Background: an optimization exercise with open tools, aiming at a short achievable clock period and few clock cycles per item. Do not read the settings as production practice. In this exercise RTL edits were held to simulation tests only and were not proved equivalent to the original. No activity file was given, so power comes from the tool's default toggle rates.

<file path="design.v">
`default_nettype none
package nx_pkg;
    localparam int NX_NODES      = 4;
    localparam int NX_NODE_W     = 2;
    localparam int NX_MSG_W      = 32;
    localparam int NX_REGS       = 8;
    localparam int NX_REG_IDX_W  = 3;
    localparam int NX_MAX_INSTRS = 16;
    localparam int NX_COUNT_W    = 5;
    localparam int NX_INSTR_W    = 11;
    localparam int NX_RUNS_W     = 8;
    localparam int NX_RESULT_W   = NX_RUNS_W + NX_REGS;
    localparam int NX_CMD_HI  = 31;
    localparam int NX_CMD_LO  = 30;
    localparam int NX_NODE_HI = 29;
    localparam int NX_NODE_LO = 28;
    localparam int NX_OP_HI    = 10;
    localparam int NX_OP_LO    = 9;
    localparam int NX_SRC_A_LO = 6;
    localparam int NX_SRC_B_LO = 3;
    localparam int NX_DST_LO   = 0;
    localparam logic [1:0] NX_CMD_LOAD    = 2'd0;
    localparam logic [1:0] NX_CMD_INPUTS  = 2'd1;
    localparam logic [1:0] NX_CMD_TRIGGER = 2'd2;
    localparam logic [1:0] NX_CMD_CLEAR   = 2'd3;
    localparam logic [1:0] NX_OP_AND  = 2'd0;
    localparam logic [1:0] NX_OP_OR   = 2'd1;
    localparam logic [1:0] NX_OP_XOR  = 2'd2;
    localparam logic [1:0] NX_OP_NAND = 2'd3;
    localparam int NX_APB_AW = 8;
    localparam logic [NX_APB_AW-1:0] NX_REG_MSG         = 8'h00;
    localparam logic [NX_APB_AW-1:0] NX_REG_STATUS      = 8'h04;
    localparam logic [NX_APB_AW-1:0] NX_REG_RESULT_BASE = 8'h10;
    localparam int NX_IPC = 2;
endpackage
`default_nettype wire
`timescale 1ns/1ps
`default_nettype none
import nx_pkg::*;
module nx_apb_host
(
      input  logic                                  clk_i
    , input  logic                                  reset_i
    , input  logic                                  psel_i
    , input  logic                                  penable_i
    , input  logic                                  pwrite_i
    , input  logic [NX_APB_AW-1:0]                  paddr_i
    , input  logic [NX_MSG_W-1:0]                   pwdata_i
    , output logic [NX_MSG_W-1:0]                   prdata_o
    , output logic                                  pready_o
    , output logic                                  pslverr_o
    , output logic [NX_MSG_W-1:0]                   msg_data_o
    , output logic                                  msg_valid_o
    , output logic [NX_NODES-1:0][3:0]              msg_cmd_o
    , output logic [NX_NODES-1:0]                   early_valid_o
    , output logic [NX_REGS-1:0]                    early_data_o
    , input  logic [NX_NODES-1:0]                   early_ok_i
    , input  logic [NX_NODES-1:0]                   busy_i
    , input  logic [NX_NODES-1:0][NX_RESULT_W-1:0]  results_i
);
logic                 setup;
logic                 is_msg, is_status;
logic [NX_NODES-1:0]  is_result;
logic                 legal, blocked;
logic [NX_MSG_W-1:0]  msg_q;
logic [NX_NODES-1:0][3:0] msg_cmd_q;
logic                 ready_q, slverr_q, take_q, waiting;
logic [NX_RESULT_W-1:0] rdata_d, rdata_q;
assign setup     = psel_i && !penable_i;
assign is_msg    = (paddr_i == NX_REG_MSG);
assign is_status = (paddr_i == NX_REG_STATUS);
for (genvar i = 0; i < NX_NODES; i++) begin : g_dec
    assign is_result[i] = (paddr_i == NX_REG_RESULT_BASE + NX_APB_AW'(4 * i));
end
assign legal = pwrite_i ? is_msg : (is_status || (|is_result));
assign blocked = pwrite_i ? (is_msg && busy_i[pwdata_i[NX_NODE_HI:NX_NODE_LO]])
                          : (|(is_result & busy_i));
always_comb begin
    rdata_d = '0;
    if (is_status) begin
        rdata_d[NX_NODES-1:0] = busy_i;
    end
    for (int i = 0; i < NX_NODES; i++) begin
        if (is_result[i]) begin
            rdata_d = rdata_d | results_i[i];
        end
    end
end
always_ff @(posedge clk_i) begin
    if (reset_i) begin
        ready_q  <= 1'b0;
        take_q   <= 1'b0;
        slverr_q <= 1'b0;
        rdata_q  <= '0;
    end else begin
        ready_q  <= !blocked;
        take_q   <= !blocked && waiting;
        slverr_q <= !legal;
        rdata_q  <= rdata_d;
    end
end
assign pready_o  = ready_q;
assign pslverr_o = slverr_q;
assign prdata_o  = {{(NX_MSG_W-NX_RESULT_W){1'b0}}, rdata_q};
always_ff @(posedge clk_i) begin
    msg_q <= pwdata_i;
end
always_ff @(posedge clk_i) begin
    for (int i = 0; i < NX_NODES; i++) begin
        for (int c = 0; c < 4; c++) begin
            if (reset_i) begin
                msg_cmd_q[i][c] <= 1'b0;
            end else begin
                msg_cmd_q[i][c] <= (setup && pwrite_i && is_msg
                                    && (pwdata_i[NX_NODE_HI:NX_NODE_LO] == NX_NODE_W'(i))
                                    && (pwdata_i[NX_CMD_HI:NX_CMD_LO] == 2'(c)))
                                || (msg_cmd_q[i][c] && !take_q);
            end
        end
    end
end
assign msg_cmd_o = msg_cmd_q;
assign waiting = (setup && pwrite_i && is_msg) || ((|msg_cmd_q) && !take_q);
assign msg_valid_o = take_q;
assign msg_data_o  = msg_q;
always_comb begin
    early_valid_o = '0;
    early_valid_o[pwdata_i[NX_NODE_HI:NX_NODE_LO]] =
        setup && pwrite_i && is_msg && (pwdata_i[NX_CMD_HI:NX_CMD_LO] == NX_CMD_INPUTS);
    early_valid_o = early_valid_o & early_ok_i & ~busy_i;
end
assign early_data_o = pwdata_i[NX_REGS-1:0];
endmodule
`default_nettype wire
`timescale 1ns/1ps
`default_nettype none
import nx_pkg::*;
module nx_msg_dispatch
(
      input  logic                               clk_i
    , input  logic                               reset_i
    , input  logic [NX_MSG_W-1:0]                msg_data_i
    , input  logic                               msg_valid_i
    , output logic [NX_NODES-1:0][NX_MSG_W-1:0]  node_data_o
    , output logic [NX_NODES-1:0]                node_valid_o
);
logic [NX_NODE_W-1:0] target;
assign target = msg_data_i[NX_NODE_HI:NX_NODE_LO];
always_comb begin
    node_valid_o         = '0;
    node_valid_o[target] = msg_valid_i;
    for (int i = 0; i < NX_NODES; i++) begin
        node_data_o[i] = msg_data_i;
    end
end
endmodule
`default_nettype wire
`timescale 1ns/1ps
`default_nettype none
import nx_pkg::*;
module nx_node
(
      input  logic                clk_i
    , input  logic                reset_i
    , input  logic [NX_MSG_W-1:0] msg_data_i
    , input  logic                msg_valid_i    
    , input  logic [3:0]          msg_cmd_i      
    , input  logic                early_valid_i
    , input  logic [NX_REGS-1:0]  early_data_i
    , output logic                early_ok_o
    , output logic                busy_o         
    , output logic                done_o         
    , output logic [NX_REGS-1:0]  outputs_o      
);
localparam int GROUPS = NX_MAX_INSTRS / 2;
localparam int X_W = 1 + 2 * NX_REGS + 2 + 8;
localparam int S_W = 4 * NX_REGS;
localparam int F_W = 8;
localparam int D_W = X_W + S_W + F_W;
logic [NX_INSTR_W-1:0]    store_q [NX_MAX_INSTRS];
logic [NX_MAX_INSTRS-1:0] en_q;            
logic [NX_REGS-1:0]       inputs_q;
logic [NX_REGS-1:0]       regs_q;
logic [3:0]               opd_q;
logic [X_W-1:0]           cur_q;
logic [D_W-1:0]           nxt_q;
logic [GROUPS-1:0]        gnext_q;         
logic [2*NX_INSTR_W+1:0]  raw_q;           
logic [2*NX_INSTR_W+1:0]  raw_d, raw1;
logic                     ready_q, restart_q, pend_q, early_q, park_q;
logic                     stepping;
logic [D_W-1:0]           g0_d, g1_d, g2_e, g0_q, g1_q;
logic [D_W-1:0]           fetch_d;
logic                     do_load, do_inputs, do_trigger, do_clear;
logic                     store_full, restart;
logic [NX_MAX_INSTRS-1:0] slot_free;       
logic [NX_REGS+3:0]       step_d, early_d, restart_d, other_d;
logic                     publish;
function automatic logic [3:0] truth_table(input logic [1:0] op);
    case (op)
        NX_OP_AND: truth_table = 4'b1000;
        NX_OP_OR:  truth_table = 4'b1110;
        NX_OP_XOR: truth_table = 4'b0110;
        default:   truth_table = 4'b0111;
    endcase
endfunction
function automatic logic [NX_REGS-1:0] onehot(input logic [2:0] i);
    onehot = NX_REGS'(1) << i;
endfunction
function automatic logic [D_W-1:0] decode_group(
        input logic [NX_INSTR_W-1:0] i0, input logic [NX_INSTR_W-1:0] i1,
        input logic en0, input logic en1, input logic [X_W-1:0] prev_x);
    logic [NX_REGS-1:0] d0, w0, w1, sa0, sb0, sa1, sb1, pw0, pw1;
    logic [S_W-1:0]     src;
    logic [F_W-1:0]     f;
    logic               fa, fb;
    sa0 = onehot(i0[NX_SRC_A_LO +: NX_REG_IDX_W]);
    sb0 = onehot(i0[NX_SRC_B_LO +: NX_REG_IDX_W]);
    sa1 = onehot(i1[NX_SRC_A_LO +: NX_REG_IDX_W]);
    sb1 = onehot(i1[NX_SRC_B_LO +: NX_REG_IDX_W]);
    d0  = en0 ? onehot(i0[NX_DST_LO +: NX_REG_IDX_W]) : '0;
    w1  = en1 ? onehot(i1[NX_DST_LO +: NX_REG_IDX_W]) : '0;
    w0  = d0 & ~w1;
    fa  = |(sa1 & d0);
    fb  = |(sb1 & d0);
    src = {sb1, sa1, sb0, sa0};
    pw0 = prev_x[8 +: NX_REGS];
    pw1 = prev_x[8 + NX_REGS +: NX_REGS];
    for (int o = 0; o < 4; o++) begin
        f[2*o]   = |(src[o*NX_REGS +: NX_REGS] & pw0);
        f[2*o+1] = |(src[o*NX_REGS +: NX_REGS] & pw1);
    end
    decode_group = {f, src, fb, fa, en0, w1, w0,
                    truth_table(i1[NX_OP_HI:NX_OP_LO]),
                    truth_table(i0[NX_OP_HI:NX_OP_LO])};
endfunction
function automatic logic [3:0] read_operands(input logic [S_W-1:0] src,
                                             input logic [NX_REGS-1:0] r);
    for (int o = 0; o < 4; o++) begin
        read_operands[o] = |(src[o*NX_REGS +: NX_REGS] & r);
    end
endfunction
function automatic logic [NX_REGS+3:0] advance(
        input logic [X_W-1:0] x, input logic [3:0] opd,
        input logic [NX_REGS-1:0] r, input logic [D_W-1:0] nx);
    logic [3:0]         tt0, tt1, nopd;
    logic [NX_REGS-1:0] w0, w1, rn;
    logic               fa, fb, y0, y1_0, y1_1, y1;
    logic [S_W-1:0]     src;
    logic [F_W-1:0]     f;
    tt0  = x[3:0];
    tt1  = x[7:4];
    w0   = x[8 +: NX_REGS];
    w1   = x[8 + NX_REGS +: NX_REGS];
    {fb, fa} = x[X_W-2 +: 2];
    y0   = tt0[{opd[0], opd[1]}];
    y1_0 = tt1[{fa ? 1'b0 : opd[2], fb ? 1'b0 : opd[3]}];
    y1_1 = tt1[{fa ? 1'b1 : opd[2], fb ? 1'b1 : opd[3]}];
    y1   = y0 ? y1_1 : y1_0;
    rn   = (r & ~w0 & ~w1) | ({NX_REGS{y0}} & w0) | ({NX_REGS{y1}} & w1);
    src  = nx[X_W +: S_W];
    f    = nx[X_W + S_W +: F_W];
    for (int o = 0; o < 4; o++) begin
        nopd[o] = f[2*o+1] ? y1 : (f[2*o] ? y0 : |(src[o*NX_REGS +: NX_REGS] & r));
    end
    advance = {rn, nopd};
endfunction
assign do_load    = msg_valid_i && msg_cmd_i[NX_CMD_LOAD];
assign do_inputs  = msg_valid_i && msg_cmd_i[NX_CMD_INPUTS];
assign do_trigger = msg_valid_i && msg_cmd_i[NX_CMD_TRIGGER];
assign do_clear   = msg_valid_i && msg_cmd_i[NX_CMD_CLEAR];
assign store_full = en_q[NX_MAX_INSTRS-1];
assign slot_free  = ~en_q & {en_q[NX_MAX_INSTRS-2:0], 1'b1};
always_ff @(posedge clk_i) begin
    for (int k = 0; k < NX_MAX_INSTRS; k++) begin
        if (do_load && slot_free[k]) begin
            store_q[k] <= msg_data_i[NX_INSTR_W-1:0];
        end
    end
end
always_ff @(posedge clk_i) begin
    if (reset_i) begin
        en_q     <= '0;
        inputs_q <= '0;
    end else begin
        if (do_load)   en_q     <= {en_q[NX_MAX_INSTRS-2:0], 1'b1};
        if (do_clear)  en_q     <= '0;
        if (do_inputs) inputs_q <= msg_data_i[NX_REGS-1:0];
    end
end
assign g0_d = decode_group(store_q[0], store_q[1], en_q[0], en_q[1], '0);
assign g1_d = decode_group(store_q[2], store_q[3], en_q[2], en_q[3], g0_d[X_W-1:0]);
assign g2_e = decode_group(store_q[4], store_q[5], en_q[4], en_q[5], g1_q[X_W-1:0]);
always_ff @(posedge clk_i) begin
    g0_q <= g0_d;
    g1_q <= g1_d;
end
always_comb begin
    raw_d = '0;
    for (int g = 0; g < GROUPS; g++) begin
        raw_d = raw_d | (gnext_q[g] ? {en_q[2*g+1], en_q[2*g], store_q[2*g+1], store_q[2*g]} : '0);
    end
end
assign raw1    = {en_q[3], en_q[2], store_q[3], store_q[2]};
assign fetch_d = decode_group(raw_q[0 +: NX_INSTR_W], raw_q[NX_INSTR_W +: NX_INSTR_W],
                              raw_q[2*NX_INSTR_W], raw_q[2*NX_INSTR_W+1], nxt_q[X_W-1:0]);
assign early_ok_o = park_q && !restart_q;
assign restart    = restart_q && !early_valid_i;
assign early_d   = advance(g0_q[X_W-1:0], read_operands(g0_q[X_W +: S_W], early_data_i),
                           early_data_i, g1_q);
assign restart_d = {inputs_q, 4'b0};
assign step_d    = advance(cur_q, opd_q, regs_q, nxt_q);
assign other_d   = early_valid_i ? early_d : (restart_q ? restart_d : {regs_q, opd_q});
assign stepping  = !early_valid_i && !restart_q && !park_q;
always_ff @(posedge clk_i) begin
    {regs_q, opd_q} <= stepping ? step_d : other_d;
    if (restart_q) begin
        cur_q   <= '0;
        nxt_q   <= g0_d;
        raw_q   <= raw1;
        gnext_q <= GROUPS'(1) << 2;
    end else if (park_q) begin
        cur_q   <= cur_q;
        nxt_q   <= nxt_q;
        raw_q   <= raw_q;
        gnext_q <= gnext_q;
    end else if (ready_q) begin
        cur_q   <= g1_q[X_W-1:0];
        nxt_q   <= g2_e;
        raw_q   <= {en_q[7], en_q[6], store_q[7], store_q[6]};
        gnext_q <= GROUPS'(1) << 4;
    end else begin
        cur_q   <= nxt_q[X_W-1:0];
        nxt_q   <= fetch_d;
        raw_q   <= raw_d;
        gnext_q <= gnext_q << 1;
    end
end
always_ff @(posedge clk_i) begin
    if (reset_i) begin
        restart_q <= 1'b1;
        ready_q   <= 1'b0;
        early_q   <= 1'b0;
        park_q    <= 1'b0;
    end else begin
        early_q   <= early_valid_i;
        restart_q <= do_load || do_clear || (do_inputs && !early_q);
        if (do_load || do_clear || (do_inputs && !early_q)) begin
            ready_q <= 1'b0;
        end else if (early_valid_i) begin
            ready_q <= !g1_q[24];
        end else if (restart_q) begin
            ready_q <= !g0_d[24];
        end else if (!park_q && !ready_q) begin
            ready_q <= !nxt_q[24];
        end
        if (restart_q || early_valid_i) begin
            park_q <= 1'b0;
        end else if (ready_q) begin
            park_q <= 1'b1;
        end
    end
end
assign publish = (pend_q || do_trigger) && ready_q;
always_ff @(posedge clk_i) begin
    if (reset_i) begin
        pend_q <= 1'b0;
    end else begin
        pend_q <= (pend_q || do_trigger) && !ready_q;
    end
end
assign busy_o    = (pend_q || do_trigger) && !ready_q;
assign done_o    = publish;
assign outputs_o = regs_q;
endmodule
`default_nettype wire
`timescale 1ns/1ps
`default_nettype none
import nx_pkg::*;
module nx_result_collect
(
      input  logic                                  clk_i
    , input  logic                                  reset_i
    , input  logic [NX_NODES-1:0][NX_REGS-1:0]      outputs_i
    , input  logic [NX_NODES-1:0]                   done_i
    , output logic [NX_NODES-1:0][NX_RESULT_W-1:0]  results_o
);
logic [NX_NODES-1:0][NX_REGS-1:0]   out_q;
logic [NX_NODES-1:0][NX_RUNS_W-1:0] runs_q;
always_ff @(posedge clk_i) begin
    if (reset_i) begin
        out_q  <= '0;
        runs_q <= '0;
    end else begin
        for (int i = 0; i < NX_NODES; i++) begin
            if (done_i[i]) begin
                out_q[i]  <= outputs_i[i];
                runs_q[i] <= runs_q[i] + 1'b1;
            end
        end
    end
end
always_comb begin
    for (int i = 0; i < NX_NODES; i++) begin
        results_o[i] = done_i[i] ? {runs_q[i] + 1'b1, outputs_i[i]} : {runs_q[i], out_q[i]};
    end
end
endmodule
`default_nettype wire
`timescale 1ns/1ps
`default_nettype none
import nx_pkg::*;
module nx_grid_top
(
      input  logic                 clk_i
    , input  logic                 reset_i
    , input  logic                 psel_i
    , input  logic                 penable_i
    , input  logic                 pwrite_i
    , input  logic [NX_APB_AW-1:0] paddr_i
    , input  logic [NX_MSG_W-1:0]  pwdata_i
    , output logic [NX_MSG_W-1:0]  prdata_o
    , output logic                 pready_o
    , output logic                 pslverr_o
);
logic [NX_MSG_W-1:0] msg_data;
logic                msg_valid;
logic [NX_NODES-1:0][3:0] msg_cmd;
logic [NX_NODES-1:0] early_valid, early_ok;
logic [NX_REGS-1:0]  early_data;
logic [NX_NODES-1:0][NX_MSG_W-1:0]    node_data;
logic [NX_NODES-1:0]                  node_valid;
logic [NX_NODES-1:0]                  node_busy, node_done;
logic [NX_NODES-1:0][NX_REGS-1:0]     node_outputs;
logic [NX_NODES-1:0][NX_RESULT_W-1:0] results;
nx_apb_host u_host (
      .clk_i      (clk_i    )
    , .reset_i    (reset_i  )
    , .psel_i     (psel_i   )
    , .penable_i  (penable_i)
    , .pwrite_i   (pwrite_i )
    , .paddr_i    (paddr_i  )
    , .pwdata_i   (pwdata_i )
    , .prdata_o   (prdata_o )
    , .pready_o   (pready_o )
    , .pslverr_o  (pslverr_o)
    , .msg_data_o (msg_data )
    , .msg_valid_o(msg_valid)
    , .msg_cmd_o  (msg_cmd  )
    , .early_valid_o(early_valid)
    , .early_data_o(early_data)
    , .early_ok_i (early_ok )
    , .busy_i     (node_busy)
    , .results_i  (results  )
);
nx_msg_dispatch u_dispatch (
      .clk_i       (clk_i     )
    , .reset_i     (reset_i   )
    , .msg_data_i  (msg_data  )
    , .msg_valid_i (msg_valid )
    , .node_data_o (node_data )
    , .node_valid_o(node_valid)
);
for (genvar i = 0; i < NX_NODES; i++) begin : g_node
    nx_node u_node (
          .clk_i      (clk_i          )
        , .reset_i    (reset_i        )
        , .msg_data_i (node_data[i]   )
        , .msg_valid_i(msg_valid      )
        , .msg_cmd_i  (msg_cmd[i]     )
        , .early_valid_i(early_valid[i])
        , .early_data_i(early_data    )
        , .early_ok_o (early_ok[i]    )
        , .busy_o     (node_busy[i]   )
        , .done_o     (node_done[i]   )
        , .outputs_o  (node_outputs[i])
    );
end
nx_result_collect u_collect (
      .clk_i    (clk_i       )
    , .reset_i  (reset_i     )
    , .outputs_i(node_outputs)
    , .done_i   (node_done   )
    , .results_o(results     )
);
endmodule
`default_nettype wire
</file>
<file path="flow/run.sh">
#!/bin/bash
# Standard layout, except that the port buffers are plain buffers rather than
# the delay-cell the resizer picks by default, and that timing repair may
# swap a cell for any other of the same function (not only the same footprint).
set -euo pipefail
cd "$(dirname "$0")/.."
bash standard.sh synth > synth.log 2>&1
bash standard.sh finish \
    "BUFFER_PORTS_ARGS=-buffer_cell sky130_fd_sc_hd__buf_4" \
    MATCH_CELL_FOOTPRINT=0 > layout.log 2>&1
</file>
<file path="standard.sh">
#!/bin/bash
# synth_recipe.tcl (not shown) runs the flow's synth.tcl, then flattens the netlist and writes it again
# the make line also repeats each setting of config.mk as NAME=value (left out here)
make -C /OpenROAD-flow-scripts/flow DESIGN_CONFIG=/design/flow/config.mk WORK_HOME=/design/flow/orfs CLKGATE_MAP_FILE= SYNTH_SCRIPT=/design/flow/synth_recipe.tcl "${@:-finish}"
</file>
<file path="config.mk">
export PLATFORM = sky130hd
export DESIGN_NAME = nx_grid_top
export DESIGN_NICKNAME = nx_grid_top
export VERILOG_FILES = /design/flow/design.v
export SDC_FILE = /design/flow/constraint.sdc
export NUM_CORES = 4
export LEC_CHECK = 0
export ABC_CLOCK_PERIOD_IN_PS = 100
export CAP_MARGIN = 20
export CORE_MARGIN = 2
export CORE_UTILIZATION = 40
export SETUP_SLACK_MARGIN = 2.5
export SLEW_MARGIN = 20
export TNS_END_PERCENT = 5
</file>
<file path="constraint.sdc">
create_clock -name core_clock -period 5.0 [get_ports {clk_i}]
set_input_delay 1.0000 -clock core_clock [delete_from_list [all_inputs] [get_ports {clk_i}]]
set_output_delay 1.0000 -clock core_clock [all_outputs]
set_load 0.01 [all_outputs]
</file>
==> results.tsv, run 1 <==
metric	value	unit
timing.rr.end	g_node[2].u_node.regs_q[6]	
p_leak	0.0327	uW
finalSetupViolCount	0	
start_util	0.403	
antenna_found_initial	19	
synth_cell_types	93	
coreArea	208000	um^2
seq_area_frac_synth	0.592	
hold_path_end	u_host.msg_q[8]	
critPathRequiredTime	5.59	ns
relSlewSlack	0.243	
synth_most_common_cell	edfxtp_1	
grt-ovfl-total	0	
worstHoldPathCells	1	
port-buffer-count	45	
crit_path_end_kind	flip-flop	
pre_cts_ws	1.03	ns
nNetsFinal	7627	
cts_tree	built	
drv_slew	0	
cts_max_path_buffers	3	
synth_largest_area_cell	edfxtp_1	
cts.sink_count	1938	
drt-total-wl	283	mm
fin_ws	2.17	ns
ys_warn_count	5	
skew	0.0378	ns
first_pass_iters	7	
rr_worst_depth	10	
place_hpwl	190	mm
cts_inserted_buffers	203	
drtAntennaViolNets	0	
r2r_setup_slack	2.17	ns
synthFlopType	edfxtp_1	
hold_ws	0.258	ns
area_delta_synth_final	13.1	%
final.setup.tns	0	ns
irDropWorstVdd	0.367	mV
final_layout_size_suffix_gt1_frac	0.115	
rows	167	
hp-class	primary input to flip-flop	
grt_usage	0.259	
cap_violations	0	
grt_pass1_vias	60700	
crit_type	flip-flop to flip-flop	
gp_congestion	0.928	
holdCritStartpoint	pwdata_i[8]	
grt_first_pass_wirelength	410	mm
ios	79	
fin_crit_sh	0.566	
syn_inst	7693	
rsz0062_at_grt	yes	
die_x	462	um
wl_per_cell	26.8	um
die_area	213000	um^2
synth-edff-count	1076	
powerDensity	379	nW/um^2
insertion_delay	0.86	ns
vias	64300	
drt_iter0_markers	8335	
r2r-start	g_node[2].u_node.opd_q[1]	
avgViaCountPerCell	6.09	
fin_crit	2.83	ns
grt_start_max_net_pins	177	
synthTopCellsByArea	edfxtp_1, dfxtp_1, nor2_1	
ys_top_cells_by_count	edfxtp_1, dfxtp_1, nor2_1	
critPathMaxFanout	6	
htreeDepth	4	
tightest_slew	1.13	ns
cp-start-kind	flip-flop	
fmax	0.353	GHz
ys_ff_latch	1938	
clkSlewWorstSetupHoldPaths	0.06	ns
root_buffer	clkbuf_16	
yosys.area.top_type_share	0.386	
ys_async_sr_fraction	0	
drc	0	
syn-mean-instance-area	10.9	um^2
syn_area	83700	um^2
status	timing/DRC/antenna clean	
hold_viol	0	
die_y	462	um
crit_arrival	3.42	ns
-- worst max-delay path: stages (launching register included) --
cell and delay [ns]:
edfxtp_1 0.46, xor2_1 0.21, a211o_4 0.39, mux2i_4 0.26
xor2_1 0.21, a221oi_2 0.08, buf_4 0.16, buf_6 0.13
a221o_1 0.40, o22ai_2 0.21, nor3_2 0.06
-- layout by cell type, fill, tap and decap left out, types with 23 or more instances in the layout --
| master | synthesis | routed |
|---|---|---|
| edfxtp_1 | 1076 | 1076 |
| nor2_1 | 854 | 852 |
| dfxtp_1 | 862 | 836 |
| nand2_1 | 638 | 632 |
| a21oi_1 | 627 | 614 |
| a22oi_1 | 407 | 387 |
| buf_4 | 16 | 216 |
| clkbuf_16 | 0 | 213 |
| mux2i_1 | 214 | 207 |
| o21ai_0 | 213 | 205 |
| nor2b_1 | 161 | 161 |
| nor3b_1 | 167 | 160 |
| nor3_1 | 161 | 153 |
| inv_1 | 134 | 132 |
| nand3_1 | 118 | 113 |
| a221oi_1 | 115 | 112 |
| a222oi_1 | 110 | 110 |
| a211oi_1 | 91 | 83 |
| nand4_1 | 79 | 79 |
| nand2b_1 | 78 | 78 |
| a31oi_1 | 64 | 64 |
| and3_1 | 63 | 62 |
| mux4_2 | 56 | 56 |
| mux2_2 | 56 | 55 |
| xor2_1 | 53 | 53 |
| o22ai_1 | 53 | 49 |
| xnor2_1 | 49 | 46 |
| and3b_1 | 45 | 45 |
| and2_1 | 43 | 43 |
| clkinv_2 | 0 | 43 |
| clkbuf_1 | 461 | 43 |
| o31ai_1 | 36 | 36 |
| or2_2 | 35 | 35 |
| a41oi_1 | 30 | 30 |
| nor4_1 | 32 | 29 |
| a311oi_1 | 29 | 29 |
| a221o_1 | 24 | 24 |
| o211ai_1 | 24 | 24 |
| nand3b_1 | 23 | 23 |
-- layout make-up --
cell class	instances	area (um^2)
clock inverter	112	1160
tap	2788	3490
timing repair buffer	237	1930
fill	19000	113000
antenna	11	27.5
inverter	139	527
multi-input combinational	5055	32200
clock buffer	274	5740
sequential	1938	49700
-- power breakdown --
part / switching [uW] / leakage (uW) / total (uW) / internal [uW]
Clock: 6570 / 0.00339 / 15600 / 8990
Sequential: 710 / 0.0175 / 17900 / 17200
Combinational: 1550 / 0.0118 / 2410 / 864
Total: 8830 / 0.0327 / 35900 / 27000
-- flip-flops by register name, indices dropped and copies added (netlist names), 32 cells and up --
register and flops:
g_node.u_node.inputs_q 32, g_node.u_node.regs_q 32, g_node.u_node.g0_q 224, g_node.u_node.cur_q 96, u_collect.out_q 32, g_node.u_node.g1_q 260
g_node.u_node.raw_q 96, g_node.u_node.en_q 64, g_node.u_node.nxt_q 260, g_node.u_node.store_q 704, u_collect.runs_q 32
-- repair_timing --
item,in CTS,in global routing
cloned,3,0
setup endpoints to repair,309,272
pin swaps,44,18
hold buffers,0,0
setup buffers,17,14
resized for setup,117,20
-- how the worst max path moves through the flow --
stage                         startpoint  cells past startpoint                          to
2_1_floorplan                 paddr_i[0]                      8  g_node[1].u_node.regs_q[0]
3_3_place_gp                 pwdata_i[3]                      9   g_node[2].u_node.opd_q[2]
3_5_place_dp                 pwdata_i[3]                      9   g_node[2].u_node.opd_q[1]
4_1_cts        g_node[2].u_node.opd_q[0]                     10  g_node[2].u_node.regs_q[6]
5_1_grt        g_node[2].u_node.opd_q[1]                     10  g_node[2].u_node.regs_q[6]
6_report       g_node[2].u_node.opd_q[1]                     10  g_node[2].u_node.regs_q[6]
-- per-stage QoR --
stage                     cell area, um^2  power (uW)  instances  utilization
after global routing                94700       36900      10600        0.456
after CTS                           94500       36000      10500        0.455
final                               94800       35900      10600        0.456
after global placement              86900       20400      10100        0.419
after floorplan                     84100       19400       7708            -
after detailed placement            87000       20400      10100        0.419
-- logic make-up (layout without fill, tap and decap cells) --
group | after synthesis | count (layout) | share of synthesized area
compound gates | 2040 | 2041 | 0.166
flops | 1938 | 1938 | 0.592
simple gates | 2558 | 2558 | 0.148
fa+ha+maj | 8 | 8 | 0.00120
buf+inv | 717 | 762 | 0.0335
mux | 327 | 328 | 0.0483
other cells | 1 | 27 | 0.0000448
xor+xnor | 104 | 104 | 0.0111
-- layer usage --
| metal | global-route usage | share of wire |
|---|---|---|
| met5 | 0 | 0.000053 |
| met3 | 0.0401 | 0.083 |
| met4 | 0.116 | 0.046 |
| met1 | 0.350 | 0.41 |
| met2 | 0.411 | 0.46 |
Testbench counts, summed over its fixed seeds: cycles 14,898, runs 2,020.
==> inputs of run 2 (changes only) <==
--- a/design.v
+++ b/design.v
@@ -187,9 +187,8 @@
 logic [GROUPS-1:0]        gnext_q;         
 logic [2*NX_INSTR_W+1:0]  raw_q;           
 logic [2*NX_INSTR_W+1:0]  raw_d, raw1;
-logic                     ready_q, restart_q, pend_q, early_q, park_q;
-logic                     stepping;
-logic [D_W-1:0]           g0_d, g1_d, g2_e, g0_q, g1_q;
+logic                     ready_q, restart_q, rs1_q, pend_q, early_q, park_q;
+logic [D_W-1:0]           g0_d, g1_d, g0_q, g1_q;
 logic [D_W-1:0]           fetch_d;
 logic                     do_load, do_inputs, do_trigger, do_clear;
 logic                     store_full, restart;
@@ -290,7 +289,6 @@
 end
 assign g0_d = decode_group(store_q[0], store_q[1], en_q[0], en_q[1], '0);
 assign g1_d = decode_group(store_q[2], store_q[3], en_q[2], en_q[3], g0_d[X_W-1:0]);
-assign g2_e = decode_group(store_q[4], store_q[5], en_q[4], en_q[5], g1_q[X_W-1:0]);
 always_ff @(posedge clk_i) begin
     g0_q <= g0_d;
     g1_q <= g1_d;
@@ -304,33 +302,33 @@
 assign raw1    = {en_q[3], en_q[2], store_q[3], store_q[2]};
 assign fetch_d = decode_group(raw_q[0 +: NX_INSTR_W], raw_q[NX_INSTR_W +: NX_INSTR_W],
                               raw_q[2*NX_INSTR_W], raw_q[2*NX_INSTR_W+1], nxt_q[X_W-1:0]);
-assign early_ok_o = park_q && !restart_q;
-assign restart    = restart_q && !early_valid_i;
-assign early_d   = advance(g0_q[X_W-1:0], read_operands(g0_q[X_W +: S_W], early_data_i),
-                           early_data_i, g1_q);
+assign early_ok_o = park_q && !rs1_q && !restart_q;
+assign early_d   = {early_data_i, read_operands(g0_q[X_W +: S_W], early_data_i)};
 assign restart_d = {inputs_q, 4'b0};
 assign step_d    = advance(cur_q, opd_q, regs_q, nxt_q);
-assign other_d   = early_valid_i ? early_d : (restart_q ? restart_d : {regs_q, opd_q});
-assign stepping  = !early_valid_i && !restart_q && !park_q;
+assign other_d   = early_valid_i ? early_d : restart_d;
 always_ff @(posedge clk_i) begin
-    {regs_q, opd_q} <= stepping ? step_d : other_d;
+    {regs_q, opd_q} <= (early_valid_i || restart_q) ? other_d : step_d;
+    if (early_valid_i) begin
+        cur_q <= g0_q[X_W-1:0];
+    end else if (restart_q || park_q || ready_q) begin
+        cur_q <= '0;
+    end else begin
+        cur_q <= nxt_q[X_W-1:0];
+    end
     if (restart_q) begin
-        cur_q   <= '0;
-        nxt_q   <= g0_d;
+        nxt_q   <= g0_q;
         raw_q   <= raw1;
         gnext_q <= GROUPS'(1) << 2;
     end else if (park_q) begin
-        cur_q   <= cur_q;
         nxt_q   <= nxt_q;
         raw_q   <= raw_q;
         gnext_q <= gnext_q;
     end else if (ready_q) begin
-        cur_q   <= g1_q[X_W-1:0];
-        nxt_q   <= g2_e;
-        raw_q   <= {en_q[7], en_q[6], store_q[7], store_q[6]};
-        gnext_q <= GROUPS'(1) << 4;
+        nxt_q   <= g1_q;
+        raw_q   <= {en_q[5], en_q[4], store_q[5], store_q[4]};
+        gnext_q <= GROUPS'(1) << 3;
     end else begin
-        cur_q   <= nxt_q[X_W-1:0];
         nxt_q   <= fetch_d;
         raw_q   <= raw_d;
         gnext_q <= gnext_q << 1;
@@ -338,25 +336,27 @@
 end
 always_ff @(posedge clk_i) begin
     if (reset_i) begin
-        restart_q <= 1'b1;
+        rs1_q     <= 1'b1;
+        restart_q <= 1'b0;
         ready_q   <= 1'b0;
         early_q   <= 1'b0;
         park_q    <= 1'b0;
     end else begin
         early_q   <= early_valid_i;
-        restart_q <= do_load || do_clear || (do_inputs && !early_q);
+        rs1_q     <= do_load || do_clear || (do_inputs && !early_q);
+        restart_q <= rs1_q;
         if (do_load || do_clear || (do_inputs && !early_q)) begin
             ready_q <= 1'b0;
         end else if (early_valid_i) begin
-            ready_q <= !g1_q[24];
+            ready_q <= !g0_q[24];
         end else if (restart_q) begin
-            ready_q <= !g0_d[24];
-        end else if (!park_q && !ready_q) begin
+            ready_q <= !g0_q[24];
+        end else if (!park_q && !ready_q && !rs1_q) begin
             ready_q <= !nxt_q[24];
         end
         if (restart_q || early_valid_i) begin
             park_q <= 1'b0;
-        end else if (ready_q) begin
+        end else if (ready_q && !rs1_q) begin
             park_q <= 1'b1;
         end
     end
==> results.tsv, run 2 <==
metric	value	unit
syn_area	77600	um^2
rows	161	
wl_met3	15.5	mm
yosys.area.top_type_share	0.398	
hold_ws	0.249	ns
grt_pass1_vias	51600	
ios	79	
grt_usage	0.223	
fmax	0.381	GHz
root_buffer	clkbuf_16	
p_clk_frac	0.415	
ys_async_sr_fraction	0	
drtAntennaViolNets	0	
grt-ovfl-total	0	
skew	0.0283	ns
cap_violations	0	
switching_power	8800	uW
die_area	197000	um^2
p_leak	0.0301	uW
wl_met2	107	mm
power_frac_comb	0.070	
crit_type	flip-flop to output port	
synth-edff-count	1028	
design_area	87500	um^2
grt_first_pass_wirelength	335	mm
dpl_cell_area	80200	um^2
grt_start_max_net_pins	107	
place_hpwl	147	mm
ys_warn_count	5	
vias	54200	
cts_max_path_buffers	3	
p_int	26800	uW
final_layout_size_suffix_gt1_frac	0.101	
die_x	444	um
ctsHoldBuffers	0	
drt_iter0_markers	6171	
synth_largest_area_cell	edfxtp_1	
timing.critical_path.buf_inv	1	
critPathRequiredTime	4.00	ns
pre_cts_ws	0.985	ns
final_common_cell	edfxtp_1	
tightest_slew	1.17	ns
synthTopCellsByArea	edfxtp_1, dfxtp_1, a21oi_1	
syn-mean-instance-area	11.5	um^2
status	timing/DRC/antenna clean	
cts_tree	built	
ys_ff_latch	1946	
rsz0062_at_grt	yes	
drc	0	
final_cell_mix	edfxtp_1, dfxtp_1, nand2_1	
final.setup.tns	0	ns
start_util	0.403	
synth_cell_types	83	
regMostFlops	g_node.u_node.store_q	
hold_viol	0	
gp_congestion	0.899	
ys_top_cells_by_count	edfxtp_1, dfxtp_1, nand2_1	
powerDensity	407	nW/um^2
largest_register_ffs	704	
nNetsFinal	6753	
crit_path_end_kind	output port	
max_stage_delay	0.57	ns
crit_family	flip-flops	
first_pass_iters	7	
crit_arrival	1.62	ns
wl_per_cell	24.3	um
total_power	35600	uW
clkSlewWorstSetupHoldPaths	0.06	ns
reg.largest.list	g_node.u_node.store_q x704, g_node.u_node.g1_q x260, g_node.u_node.nxt_q x260	
die_y	444	um
switching_share	0.247	
drv_slew	0	
sequentialPowerShare	0.515	
area_delta_synth_final	12.8	%
irDropWorstVdd	0.320	mV
crit_chain	buf_4	
critical-path-slowest-cell	dfxtp_1	
synthFlopType	edfxtp_1	
fillers	17500	
relSlewSlack	0.213	
syn_inst	6749	
coreArea	193000	um^2
critPathMaxFanout	1	
top_layer_used	met4	
met1_length	96.7	mm
finalSetupViolCount	0	
synth_most_common_cell	edfxtp_1	
seq_area_frac_synth	0.635	
drt-total-wl	227	mm
avgViaCountPerCell	5.79	
antenna_found_initial	11	
htreeDepth	4	
cts.sink_count	1946	
hp-class	primary input to flip-flop	
fin_crit_sh	0.524	
r2r_setup_slack	2.45	ns
cts_inserted_buffers	198	
port-buffer-count	45	
cp-start-kind	flip-flop	
fin_ws	2.38	ns
insertion_delay	0.86	ns
fin_crit	2.62	ns
==> run 2: routing by layer <==
| metal | vias up | track usage |
|---|---|---|
| met1 | 26700 | 0.303 |
| li1 | 25000 | - |
| met3 | 396 | 0.0325 |
| met4 | 0 | 0.0818 |
| met5 | - | 0 |
| met2 | 2128 | 0.360 |
==> run 2: power groups by stage <==
stage               Combinational, uW  Sequential [uW]  Clock, uW
floorplan                        1930            18000          0
global placement                 2270            18700          0
detailed placement               2310            18700          0
CTS                              2380            18400      15000
global route                     2680            18400      15700
finish                           2480            18400      14800
==> run 2: worst paths after layout <==
check                                                  from                        end  cells past startpoint
worst min register to register    g_node[1].u_node.g0_q[24]   g_node[1].u_node.ready_q                      1
worst min-delay path                           pwdata_i[10]           u_host.msg_q[10]                      1
worst max-delay path                      u_host.rdata_q[1]                prdata_o[1]                      1
worst max register to register  g_node[0].u_node.gnext_q[4]  g_node[0].u_node.raw_q[9]                      4
==> run 2: area by class of cell <==
cell class | instances | area (um^2) | share of cell area
Sequential cell | 1946 | 49300 | 0.564
Multi-Input combinational cell | 4151 | 26100 | 0.298
Clock buffer | 288 | 5720 | 0.0654
Tap cell | 2526 | 3160 | 0.0361
Timing Repair Buffer | 200 | 1750 | 0.0200
Clock inverter | 88 | 855 | 0.00977
Inverter | 154 | 594 | 0.00679
Antenna cell | 7 | 17.5 | 0.000200
Timing Repair inverter | 1 | 5.00 | 0.0000572
==> run 2: cells by family (layout without fill, tap and decap cells) <==
kind of cell,Yosys count,in the layout,synth area share
other,1,23,0.0000483
muxes,169,169,0.0276
xor gates and xnor gates,117,117,0.0132
DFF,1946,1946,0.635
AOI/OAI and AO/OA,1794,1794,0.154
and+or+nand+nor,1998,1999,0.128
adders and majority gates,56,56,0.00903
buffers and inverters,668,731,0.0334
==> run 2: per-stage QoR <==
step	util	cells
after detailed placement	0.417	8940
after CTS	0.452	9329
after global placement	0.417	8939
after global routing	0.454	9359
final	0.454	9361
after floorplan	-	6764
==> run 2: what timing repair did <==
item | CTS | global route
gates resized for setup | 19 | 39
gates cloned | 2 | 0
buffers inserted | 11 | 21
pin swaps | 3 | 6
endpoints found under the setup margin | 767 | 600
Testbench counts of run 2, summed over its fixed seeds: cycles 15,310, runs 2,020.
==> inputs of run 3 (changes only) <==
--- a/config.mk
+++ b/config.mk
@@ -8,7 +8,9 @@
 export ABC_CLOCK_PERIOD_IN_PS = 100
 export CAP_MARGIN = 20
 export CORE_MARGIN = 2
-export CORE_UTILIZATION = 40
+export CORE_UTILIZATION = 60
+export CTS_CLUSTER_DIAMETER = 60
+export CTS_CLUSTER_SIZE = 25
 export SETUP_SLACK_MARGIN = 2.5
 export SLEW_MARGIN = 20
 export TNS_END_PERCENT = 5
==> results.tsv, run 3 <==
metric	value	unit
start_util	0.606	
r2r-start	g_node[3].u_node.park_q	
p_leak	0.0292	uW
ys_top_cells_by_count	edfxtp_1, dfxtp_1, nand2_1	
ys_async_sr_fraction	0	
ys_warn_count	5	
seq_area_frac_synth	0.635	
yosys.area.top_type_share	0.398	
crit_path_end_kind	flip-flop	
grt_usage	0.328	
status	timing/DRC/antenna clean	
gp_congestion	0.959	
ys_ff_latch	1946	
place_hpwl	145	mm
regMostFlops	g_node.u_node.store_q	
drt-total-wl	219	mm
final_cell_mix	edfxtp_1, dfxtp_1, nand2_1	
tightest_slew	1.15	ns
vias	54600	
drt_iter0_markers	7121	
synth_cell_types	83	
fin_crit	2.83	ns
drc	0	
grt-ovfl-total	0	
grt_start_max_net_pins	120	
grt_pass1_vias	50700	
finalSetupViolCount	0	
synth-edff-count	1028	
crit_arrival	3.51	ns
cp-start-kind	flip-flop	
synthTopCellsByArea	edfxtp_1, dfxtp_1, a21oi_1	
synthFlopType	edfxtp_1	
switching_share	0.260	
die_x	364	um
fillers	9726	
powerDensity	388	nW/um^2
ios	79	
syn_inst	6749	
relSlewSlack	0.227	
power_frac_comb	0.075	
clkSlewWorstSetupHoldPaths	0.08	ns
rows	131	
drv_slew	0	
p_clk_frac	0.368	
grt_first_pass_wirelength	323	mm
area_delta_synth_final	8.99	%
synth_most_common_cell	edfxtp_1	
cts_inserted_buffers	143	
sequentialPowerShare	0.558	
cts_tree	built	
nNetsFinal	6696	
reg.largest.list	g_node.u_node.store_q x704, g_node.u_node.g1_q x260, g_node.u_node.nxt_q x260	
hp-class	primary input to flip-flop	
syn-mean-instance-area	11.5	um^2
skew	0.0284	ns
hold_viol	0	
synth_largest_area_cell	edfxtp_1	
hold_ws	0.310	ns
coreArea	128000	um^2
ctsHoldBuffers	0	
rsz0062_at_grt	yes	
antenna_found_initial	9	
port-buffer-count	45	
cts.sink_count	1946	
die_area	132000	um^2
insertion_delay	0.80	ns
fin_crit_sh	0.566	
switching_power	8530	uW
crit_start	g_node[3].u_node.park_q	
syn_area	77600	um^2
drtAntennaViolNets	0	
cap_violations	0	
crit_type	flip-flop to flip-flop	
final_common_cell	edfxtp_1	
largest_register_ffs	704	
cts_max_path_buffers	3	
final.setup.tns	0	ns
fmax	0.354	GHz
irDropWorstVdd	0.360	mV
htreeDepth	4	
root_buffer	clkbuf_16	
critPathRequiredTime	5.68	ns
first_pass_iters	7	
critPathMaxFanout	39	
final_layout_size_suffix_gt1_frac	0.0910	
wl_per_cell	26.0	um
holdCritStartpoint	pwdata_i[9]	
die_y	364	um
avgViaCountPerCell	6.47	
p_int	24300	uW
## run 3: cell families (layout without fill, tap and decap cells)
family,after synthesis,after routing,share of synthesized area
adders and majority gates,56,56,0.00903
AOI/OAI and AO/OA,1794,1794,0.154
xor gates and xnor gates,117,117,0.0132
and+or+nand+nor,1998,1998,0.128
muxes,169,169,0.0276
buffers and inverters,668,609,0.0334
DFF,1946,1946,0.635
other,1,20,0.0000483
## run 3: critical path, cell delays in order (launching register included)
cell        delay, ns
dfxtp_4          0.53
and2b_4          0.30
clkinvlp_4       0.18
buf_4            0.31
or4_4            0.60
o21ai_4          0.26
a2111oi_4        0.14
a221o_1          0.38
## run 3: repair_timing
action | in CTS | in global routing
pin swaps | 3 | 3
resized for setup | 19 | 15
buffers inserted | 9 | 8
endpoints found under the setup margin | 497 | 393
## run 3: path summary, 6_finish.rpt
kind / cells past startpoint / slack, ns / to
hold reg to reg: 1 / 0.44 / g_node[0].u_node.ready_q
hold / removal: 1 / 0.31 / u_host.msg_q[9]
setup reg to reg: 7 / 2.17 / g_node[3].u_node.opd_q[0]
setup / recovery: 7 / 2.17 / g_node[3].u_node.opd_q[0]
## run 3: through the flow
| step | setup WS (ns) | instances | instance area [um^2] | utilization | power [uW] |
|---|---|---|---|---|---|
| finish | 2.17 | 8438 | 84500 | 0.660 | 32800 |
| global route | 2.07 | 8434 | 84500 | 0.660 | 33800 |
| CTS | 2.15 | 8426 | 84400 | 0.659 | 32900 |
| detailed placement | 0.980 | 8162 | 79400 | 0.620 | 21000 |
| global placement | 1.07 | 8162 | 79400 | 0.620 | 21000 |
| floorplan | 1.70 | 6764 | 77700 | - | 19900 |
## run 3: cell type report
class,count,area (um^2),area share
clock buffer,151,3650,0.0432
clock inverter,104,1200,0.0142
antenna,4,10.0,0.000118
timing repair buffer,200,1550,0.0183
tap,1729,2160,0.0256
multi-input combinational,4150,26100,0.308
inverter,154,594,0.00703
sequential,1946,49300,0.583
## run 3: layer usage
| layer | vias up | share of wire | global-route usage |
|---|---|---|---|
| li1 | 24800 | - | - |
| met1 | 26700 | 0.42 | 0.478 |
| met2 | 2613 | 0.45 | 0.499 |
| met3 | 432 | 0.089 | 0.0496 |
| met4 | 4 | 0.037 | 0.124 |
| met5 | - | 0.000091 | 0 |
## run 3: power groups by stage
stage / Clock (uW) / Sequential, uW / Combinational, uW
finish: 12100 / 18300 / 2460
global route: 12800 / 18400 / 2670
CTS: 12200 / 18300 / 2410
detailed placement: 0 / 18600 / 2380
global placement: 0 / 18600 / 2350
floorplan: 0 / 18000 / 1930
==> inputs of run 4 (changes only) <==
--- a/design.v
+++ b/design.v
@@ -320,11 +320,7 @@
         nxt_q   <= g0_q;
         raw_q   <= raw1;
         gnext_q <= GROUPS'(1) << 2;
-    end else if (park_q) begin
-        nxt_q   <= nxt_q;
-        raw_q   <= raw_q;
-        gnext_q <= gnext_q;
-    end else if (ready_q) begin
+    end else if (park_q || ready_q) begin
         nxt_q   <= g1_q;
         raw_q   <= {en_q[5], en_q[4], store_q[5], store_q[4]};
         gnext_q <= GROUPS'(1) << 3;
--- a/config.mk
+++ b/config.mk
@@ -8,9 +8,7 @@
 export ABC_CLOCK_PERIOD_IN_PS = 100
 export CAP_MARGIN = 20
 export CORE_MARGIN = 2
-export CORE_UTILIZATION = 60
-export CTS_CLUSTER_DIAMETER = 60
-export CTS_CLUSTER_SIZE = 25
+export CORE_UTILIZATION = 40
 export SETUP_SLACK_MARGIN = 2.5
 export SLEW_MARGIN = 20
 export TNS_END_PERCENT = 5
==> results.tsv, run 4 <==
metric	value	unit
gp_congestion	0.894	
drc	0	
critPathRequiredTime	5.73	ns
wl_per_cell	24.0	um
synthFlopType	dfxtp_1	
ys_top_cells_by_count	dfxtp_1, edfxtp_1, nand2_1	
crit_path_end_kind	flip-flop	
fin_crit	2.69	ns
drv_slew	0	
ctsHoldBuffers	0	
ys_async_sr_fraction	0	
rows	157	
cap_violations	0	
ios	79	
p_leak	0.0288	uW
largest_register_ffs	704	
insertion_delay	0.85	ns
cts_tree	built	
synthTopCellsByArea	dfxtp_1, edfxtp_1, a22oi_1	
rsz0062_at_grt	yes	
syn_inst	6394	
grt_pass1_vias	48500	
root_buffer	clkbuf_16	
relSlewSlack	0.246	
avgViaCountPerCell	5.76	
drt-total-wl	212	mm
die_x	432	um
htreeDepth	4	
clkSlewWorstSetupHoldPaths	0.06	ns
synth_most_common_cell	dfxtp_1	
reg.largest.list	g_node.u_node.store_q x704, g_node.u_node.g1_q x260, g_node.u_node.nxt_q x260	
syn-mean-instance-area	11.5	um^2
die_y	432	um
syn_area	73300	um^2
seq_area_frac_synth	0.627	
final_common_cell	dfxtp_1	
die_area	187000	um^2
irDropWorstVdd	0.240	mV
critPathMaxFanout	12	
synth_largest_area_cell	dfxtp_1	
ys_ff_latch	1946	
ys_warn_count	5	
regMostFlops	g_node.u_node.store_q	
powerDensity	406	nW/um^2
port-buffer-count	45	
status	timing/DRC/antenna clean	
cp-start-kind	primary input	
final_cell_mix	dfxtp_1, edfxtp_1, nand2_1	
first_pass_iters	9	
hold_viol	0	
crit_type	primary input to flip-flop	
skew	0.0482	ns
antenna_found_initial	15	
place_hpwl	139	mm
yosys.area.top_type_share	0.339	
coreArea	183000	um^2
grt-ovfl-total	0	
crit_arrival	3.41	ns
tightest_slew	1.13	ns
grt_usage	0.222	
cts.sink_count	1946	
cts_max_path_buffers	3	
total_power	33600	uW
synth_cell_types	84	
finalSetupViolCount	0	
final.setup.tns	0	ns
fin_crit_sh	0.537	
hp-class	primary input to flip-flop	
synth-edff-count	704	
grt_start_max_net_pins	107	
fmax	0.372	GHz
drt_iter0_markers	6031	
start_util	0.401	
area_delta_synth_final	12.9	%
final_layout_size_suffix_gt1_frac	0.104	
nNetsFinal	6406	
cts_inserted_buffers	193	
drtAntennaViolNets	0	
grt_first_pass_wirelength	314	mm
vias	51100	
[run 4: cell count changes in the layout (fill, tap and decap cells not counted), sizes merged, moves of 19 or more]
| cell | before | now |
|---|---|---|
| a21oi | 529 | 389 |
| nand2 | 657 | 549 |
| inv | 184 | 116 |
| clkbuf | 151 | 283 |
| edfxtp | 1028 | 704 |
| and3 | 48 | 67 |
| a22o | 126 | 98 |
| and2 | 16 | 41 |
| a221o | 17 | 112 |
| mux4 | 33 | 56 |
| o21ai | 349 | 277 |
| o22ai | 33 | 11 |
| dfxtp | 918 | 1242 |
| a211oi | 62 | 42 |
[run 4: through the flow]
step                area (um^2)   util  hold WS, ns  std cells  worst slack, ns
floorplan                 73500      -        0.329       6409             2.12
global placement          76000  0.416        0.424       8488             1.04
detailed placement        76000  0.416        0.424       8488             1.01
CTS                       82700  0.453        0.227       8859             2.25
global route              82800  0.453        0.239       8863             2.28
finish                    82800  0.453        0.281       8868             2.31
[run 4: cells by family after synthesis]
| family | count (synthesis) | share of synthesized area |
|---|---|---|
| DFF | 1946 | 0.627 |
| and+or+nand+nor | 1923 | 0.132 |
| AOI/OAI and AO/OA | 1587 | 0.152 |
| buffers and inverters | 596 | 0.0317 |
| muxes | 177 | 0.0341 |
| xor gates and xnor gates | 108 | 0.0129 |
| adders and majority gates | 56 | 0.00955 |
| other | 1 | 0.0000511 |
[run 4: per-layer routing]
metal,share of wire,global-route usage,routed length [um],vias up
met4,0.037,0.0847,7940,0
met1,0.43,0.302,91300,25100
met3,0.069,0.0356,14600,409
met2,0.46,0.355,98600,1994
met5,0,0,0,-
li1,-,-,-,23600
[run 4: timing repair]
| action | in CTS | in global routing |
|---|---|---|
| setup endpoints to repair | 456 | 329 |
| cloned | 0 | 1 |
| resized for setup | 23 | 6 |
| pin swaps | 2 | 1 |
| setup buffers | 5 | 0 |
[run 4: report_power, final]
part           total, uW  internal (uW)  switching [uW]
Clock              14600           8270            6280
Combinational       1750            636            1120
Sequential         17300          16700             612
[run 4: worst paths after layout]
| kind | start | to | slack, ns | cells past startpoint |
|---|---|---|---|---|
| hold reg to reg | g_node[2].u_node.nxt_q[4] | g_node[2].u_node.cur_q[4] | 0.41 | 1 |
| hold / removal | pwdata_i[8] | u_host.msg_q[8] | 0.28 | 1 |
| setup / recovery | paddr_i[7] | g_node[1].u_node.opd_q[1] | 2.31 | 6 |
| setup reg to reg | g_node[0].u_node.en_q[0] | g_node[0].u_node.g1_q[61] | 2.39 | 5 |
[run 4: final cells by class]
class / instances / area (um^2)
Antenna cell: 7 / 17.5
Clock buffer: 283 / 5530
Clock inverter: 83 / 928
Fill cell: 16600 / 99900
Inverter: 112 / 428
Multi-Input combinational cell: 3868 / 25400
Sequential cell: 1946 / 46100
Tap cell: 2385 / 2980
Timing Repair Buffer: 184 / 1460
[run 4: worst max-delay path: stages]
cell and delay [ns]:
buf_4 0.11, nor2_2 0.41, nand4_2 0.33, or4_1 0.70, a41o_1 0.41, a221o_2 0.44
Testbench counts of run 4, summed over its fixed seeds: cycles 15,310, runs 2,020.
==> inputs of run 5 (changes only) <==
--- a/config.mk
+++ b/config.mk
@@ -9,6 +9,6 @@
 export CAP_MARGIN = 20
 export CORE_MARGIN = 2
 export CORE_UTILIZATION = 40
-export SETUP_SLACK_MARGIN = 2.5
+export SETUP_SLACK_MARGIN = 2.6
 export SLEW_MARGIN = 20
-export TNS_END_PERCENT = 5
+export TNS_END_PERCENT = 100
==> results.tsv, run 5 <==
metric	value	unit
rr_worst_depth	8	
drt_iter0_markers	5683	
utilization	0.463	
ys_top_cells_by_count	dfxtp_1, edfxtp_1, nand2_1	
clkSlewWorstSetupHoldPaths	0.06	ns
grt_first_pass_wirelength	321	mm
irDropWorstVdd	0.330	mV
insertion_delay	0.84	ns
stdcell_count	8886	
rsz0062_at_grt	yes	
crit_chain	buf_4 > nor4_4 > buf_6 > and4_4 > nor4b_4 > buf_4 > or3b_4 > o22ai_4 > buf_12 > a221o_1	
antenna_found_initial	14	
cts_tree	built	
grt_pass1_vias	49900	
timing.critical_path.buf_inv	4	
place_hpwl	141	mm
crit_arrival	3.11	ns
drt-total-wl	217	mm
drv_slew	0	
crit_type	primary input to flip-flop	
rows	157	
crit_path_end_kind	flip-flop	
synth-edff-count	704	
cp-start-kind	primary input	
htreeDepth	4	
critical-path-slowest-cell	nor4b_4	
largest_register_ffs	704	
port-buffer-count	45	
cts_max_path_buffers	3	
seq_area_frac_synth	0.627	
die_area	187000	um^2
critPathMaxFanout	12	
hold_viol	0	
fmax	0.418	GHz
met1_length	91.1	mm
synth_largest_area_cell	dfxtp_1	
skew	0.0263	ns
seqCellArea	46100	um^2
reg.largest.list	g_node.u_node.store_q x704, g_node.u_node.g1_q x260, g_node.u_node.nxt_q x260	
grt_usage	0.227	
cts.sink_count	1946	
placed_cells	8429	
fin_crit_sh	0.479	
p_leak	0.0292	uW
cp.depth	10	
wl_met3	14.9	mm
grt-ovfl-total	0	
drc	0	
die_y	432	um
first_pass_iters	7	
total_power	34200	uW
switching_share	0.232	
area_delta_synth_final	15.3	%
start_util	0.401	
die_x	432	um
ios	79	
vias	51400	
ys_ff_latch	1946	
grt_start_max_net_pins	88	
power_frac_comb	0.052	
max_stage_delay	0.35	ns
nNetsFinal	6423	
wl_per_cell	24.4	um
top_layer_used	met5	
synthTopCellsByArea	dfxtp_1, edfxtp_1, a22oi_1	
tightest_slew	1.14	ns
syn-mean-instance-area	11.5	um^2
powerDensity	405	nW/um^2
regMostFlops	g_node.u_node.store_q	
hp-class	primary input to flip-flop	
synth_cell_types	84	
final_layout_size_suffix_gt1_frac	0.124	
yosys.area.top_type_share	0.339	
syn_inst	6394	
p_clk_frac	0.441	
synthFlopType	dfxtp_1	
sequentialPowerShare	0.507	
cts_inserted_buffers	193	
fin_crit	2.39	ns
final_common_cell	dfxtp_1	
critPathRequiredTime	5.72	ns
avgViaCountPerCell	5.79	
crit_top_cell	buf_4	
ys_async_sr_fraction	0	
relSlewSlack	0.241	
cap_violations	0	
syn_area	73300	um^2
hold_ws	0.271	ns
gp_congestion	0.890	
final_cell_mix	dfxtp_1, edfxtp_1, nand2_1	
drtAntennaViolNets	0	
ys_warn_count	5	
wl_met2	103	mm
root_buffer	clkbuf_16	
status	timing/DRC/antenna clean	
coreArea	183000	um^2
p_int	26300	uW
switching_power	7940	uW
worstHoldPathCells	1	
multi_input_area	26100	um^2
synth_most_common_cell	dfxtp_1	
final.setup.tns	0	ns
crit_family	simple AND/OR/NAND/NOR gates	
finalSetupViolCount	0	
fillers	16300	
run 5: cell counts after synthesis:
Identical to the previous run, type by type.
run 5: path summary, 6_finish.rpt:
check | from | to | slack (ns)
hold reg to reg | g_node[2].u_node.g1_q[65] | g_node[2].u_node.nxt_q[65] | 0.42
hold / removal | pwdata_i[9] | u_host.msg_q[9] | 0.27
setup / recovery | paddr_i[0] | g_node[2].u_node.opd_q[1] | 2.61
setup reg to reg | u_host.take_q | g_node[2].u_node.opd_q[1] | 2.65
run 5: routing by layer:
metal,track usage,vias to the layer above
met1,0.301,25400
li1,-,23700
met4,0.0821,2
met5,0,-
met3,0.0351,378
met2,0.375,1933
run 5: timing repair:
item	in CTS	in global routing
endpoints found under the setup margin	827	198
gates resized for setup	131	31
setup buffers	68	13
hold buffers	0	0
pin swaps	46	6
cloned	0	2
endpoints found under the hold margin	0	0
run 5: logic make-up after synthesis:
logic type / count (synthesis) / share of synthesized area
fa+ha+maj: 56 / 0.00955
flops: 1946 / 0.627
buf+inv: 596 / 0.0317
simple gates: 1923 / 0.132
compound gates: 1587 / 0.152
mux: 177 / 0.0341
xor+xnor: 108 / 0.0129
other cells: 1 / 0.0000511
run 5: final cells by class:
type                    instances  area share
repair buffers                201      0.0257
flip-flops and latches       1946       0.546
well taps                    2385      0.0353
diodes                          9    0.000266
inverters                     112     0.00511
multi-input cells            3868       0.308
clock buffers                 293      0.0698
clock inverters                72     0.00974
run 5: stage by stage:
stage / instance area (um^2) / setup slack, ns
after floorplan: 73900 / 2.12
after global placement: 75900 / 1.17
after detailed placement: 75900 / 1.15
after CTS: 84200 / 2.57
after global routing: 84500 / 2.56
final: 84500 / 2.61
run 5: power by group through the flow:
stage | clock network (uW) | logic, uW | registers (uW)
floorplan | 0 | 1360 | 17200
global placement | 0 | 1660 | 17700
detailed placement | 0 | 1680 | 17700
CTS | 15300 | 1750 | 17300
global route | 15900 | 1930 | 17400
finish | 15100 | 1780 | 17300
==> inputs of run 6 (changes only) <==
--- a/config.mk
+++ b/config.mk
@@ -9,6 +9,6 @@
 export CAP_MARGIN = 20
 export CORE_MARGIN = 2
 export CORE_UTILIZATION = 40
-export SETUP_SLACK_MARGIN = 2.6
+export SETUP_SLACK_MARGIN = 2.8
 export SLEW_MARGIN = 20
 export TNS_END_PERCENT = 100
==> results.tsv, run 6 <==
metric	value	unit
final_layout_size_suffix_gt1_frac	0.134	
coreArea	183000	um^2
max_stage_delay	0.41	ns
hp-class	primary input to flip-flop	
area_delta_synth_final	15.8	%
synth_largest_area_cell	dfxtp_1	
reg.largest.list	g_node.u_node.store_q x704, g_node.u_node.g1_q x260, g_node.u_node.nxt_q x260	
fillers	16500	
ios	79	
cts_max_path_buffers	3	
syn-mean-instance-area	11.5	um^2
synthFlopType	dfxtp_1	
synth-edff-count	704	
ys_warn_count	5	
muxShareOfSynthArea	0.0341	
synth_compound_area_frac	0.152	
final_common_cell	dfxtp_1	
critPathRequiredTime	4.00	ns
cp.depth	1	
vias	52000	
worstHoldPathCells	1	
crit_path_end_kind	output port	
skew	0.0339	ns
largest_register_ffs	704	
critPathMaxFanout	1	
ys_ff_latch	1946	
yosys.area.top_type_share	0.339	
place_hpwl	142	mm
critical-path-slowest-cell	dfxtp_4	
nNetsFinal	6459	
cts_tree	built	
die_y	432	um
gp_congestion	0.920	
rows	157	
die_x	432	um
crit_family	flip-flops	
placed_cells	8425	
synthTopCellsByArea	dfxtp_1, edfxtp_1, a22oi_1	
relSlewSlack	0.251	
fmax	0.422	GHz
crit_arrival	1.37	ns
port-buffer-count	45	
drt_iter0_markers	5624	
insertion_delay	0.85	ns
synth_most_common_cell	dfxtp_1	
status	timing/DRC/antenna clean	
crit_chain	buf_6	
syn_area	73300	um^2
htreeDepth	4	
avgViaCountPerCell	5.83	
crit_type	flip-flop to output port	
grt-ovfl-total	0	
synth-simple-area-share	0.132	
first_pass_iters	9	
syn_inst	6394	
cts_inserted_buffers	195	
wl_per_cell	24.9	um
ctsHoldBuffers	0	
fin_crit_sh	0.474	
timing.critical_path.buf_inv	1	
rr_worst_depth	7	
cts.sink_count	1946	
rsz0062_at_grt	yes	
irDropWorstVdd	0.304	mV
antenna_found_initial	15	
total_power	33700	uW
fin_crit	2.37	ns
yosys.area_share.adder	0.00955	
grt_first_pass_wirelength	323	mm
p_leak	0.0293	uW
final.setup.tns	0	ns
cp-start-kind	flip-flop	
root_buffer	clkbuf_16	
drc	0	
finalSetupViolCount	0	
ys_async_sr_fraction	0	
drv_slew	0	
synth_xor_area_frac	0.0129	
stdcell_count	8924	
hold_viol	0	
drt-total-wl	222	mm
ys_top_cells_by_count	dfxtp_1, edfxtp_1, nand2_1	
seq_area_frac_synth	0.627	
powerDensity	397	nW/um^2
die_area	187000	um^2
grt_pass1_vias	49400	
grt_start_max_net_pins	100	
final_cell_mix	dfxtp_1, edfxtp_1, nand2_1	
regMostFlops	g_node.u_node.store_q	
drtAntennaViolNets	0	
clkSlewWorstSetupHoldPaths	0.06	ns
synth_cell_types	84	
start_util	0.401	
synth_top_family_by_area	compound AO/OA/AOI/OAI gates	
grt_usage	0.230	
tightest_slew	1.12	ns
cap_violations	0	
[run 6: cell count changes in the layout (fill, tap and decap cells not counted), moves of 14 or more]
cell      previous run  this run
dfxtp_1           1206      1187
clkinv_1             7        26
clkbuf_8            43        21
nor2_2               9        24
clkbuf_1            42        57
nor2_1             420       403
buf_6               21        35
[run 6: metal layers]
metal,up-vias,global-route usage,routed length [um]
met4,6,0.0965,9070
met5,-,0,77
met3,472,0.0440,17500
li1,23800,-,-
met2,2177,0.369,103000
met1,25600,0.306,92400
[run 6: final cells by class]
cell class	count	area (um^2)	area share
well taps	2385	2980	0.0351
clock inverters	90	817	0.00962
flip-flops and latches	1946	46200	0.543
multi-input cells	3874	26500	0.312
repair buffers	229	2540	0.0299
inverters	112	428	0.00504
clock buffers	279	5520	0.0649
diodes	9	22.5	0.000265
[run 6: final timing paths]
path | end | slack, ns | from
max | prdata_o[3] | 2.63 | u_host.rdata_q[3]
min | u_host.msg_q[9] | 0.25 | pwdata_i[9]
max reg2reg | g_node[0].u_node.opd_q[2] | 2.69 | g_node[0].u_node.opd_q[1]
min reg2reg | g_node[1].u_node.cur_q[3] | 0.44 | g_node[1].u_node.nxt_q[3]
[run 6: repair_timing]
item,4_1_cts,5_1_grt
pin swaps,46,32
gates resized for setup,197,91
endpoints found under the setup margin,1205,325
gates cloned,3,8
buffers inserted,74,34
[run 6: cell families (layout without fill, tap and decap cells)]
logic type                 count (synthesis)  count (layout)
adders and majority gates                 56              56
xor gates and xnor gates                 108             108
muxes                                    177             177
DFF                                     1946            1946
and+or+nand+nor                         1923            1929
buffers and inverters                    596             710
AOI/OAI and AO/OA                       1587            1588
other                                      1              25
[run 6: worst reg2reg max path: cells and delay by family, from the launching register on]
| kind | cells | cell delay, ns |
|---|---|---|
| muxes | 2 | 0.66 |
| AOI/OAI and AO/OA | 3 | 0.64 |
| and+or+nand+nor | 1 | 0.37 |
| DFF | 1 | 0.36 |
| buffers and inverters | 1 | 0.16 |
[run 6: metrics by stage]
| stage | hold WS (ns) | utilization | setup slack (ns) | instance area (um^2) |
|---|---|---|---|---|
| 2_1_floorplan | 0.329 | - | 2.12 | 73900 |
| 3_3_place_gp | 0.421 | 0.415 | 1.22 | 75900 |
| 3_5_place_dp | 0.421 | 0.415 | 1.17 | 75900 |
| 4_1_cts | 0.212 | 0.460 | 2.58 | 84100 |
| 5_1_grt | 0.226 | 0.465 | 2.61 | 84900 |
| 6_report | 0.254 | 0.465 | 2.63 | 84900 |
[run 6: report_power, final]
group	switching, uW	total, uW	internal [uW]
clock	6150	14400	8290
combinational	1180	1930	752
sequential	671	17400	16700

==> what the ideal ports hide <==
How much do the figures lean on ideal ports? The routed layouts below were timed once more, with nothing changed but the port constraints.
Step 1 sets driving cells, clkbuf_16 on the clock port and buf_2 on the other inputs (assumed; they add their load-dependent delay and slew).
Step 2 moves the port delays by t, midway between the first and last clock arrival at a register: inputs arrive t later, outputs are due t later. That takes back most of the time a late clock gives input paths.
Three values: ideal ports, drivers, drivers and shift; two values: the first two.
run	t, ns	setup slack, ns	worst slew at a driven data input, ns
run 1	0.938	2.169 / 2.169 / 1.274	0.20
run 2	0.919	2.378 / 2.303 / 1.598	0.26
run 3	0.864	2.172 / 2.172 / 1.494	0.18
run 4	0.913	2.314 / 2.295 / 1.382	0.18
run 5	0.906	2.607 / 2.563 / 1.677	0.18
run 6	0.920	2.629 / 2.546 / 1.761	0.20
After both steps setup and hold are still met in every run listed. The setup slack of run 4, which loses most, moves by -0.019 ns with the drivers and by -0.932 ns with both steps.
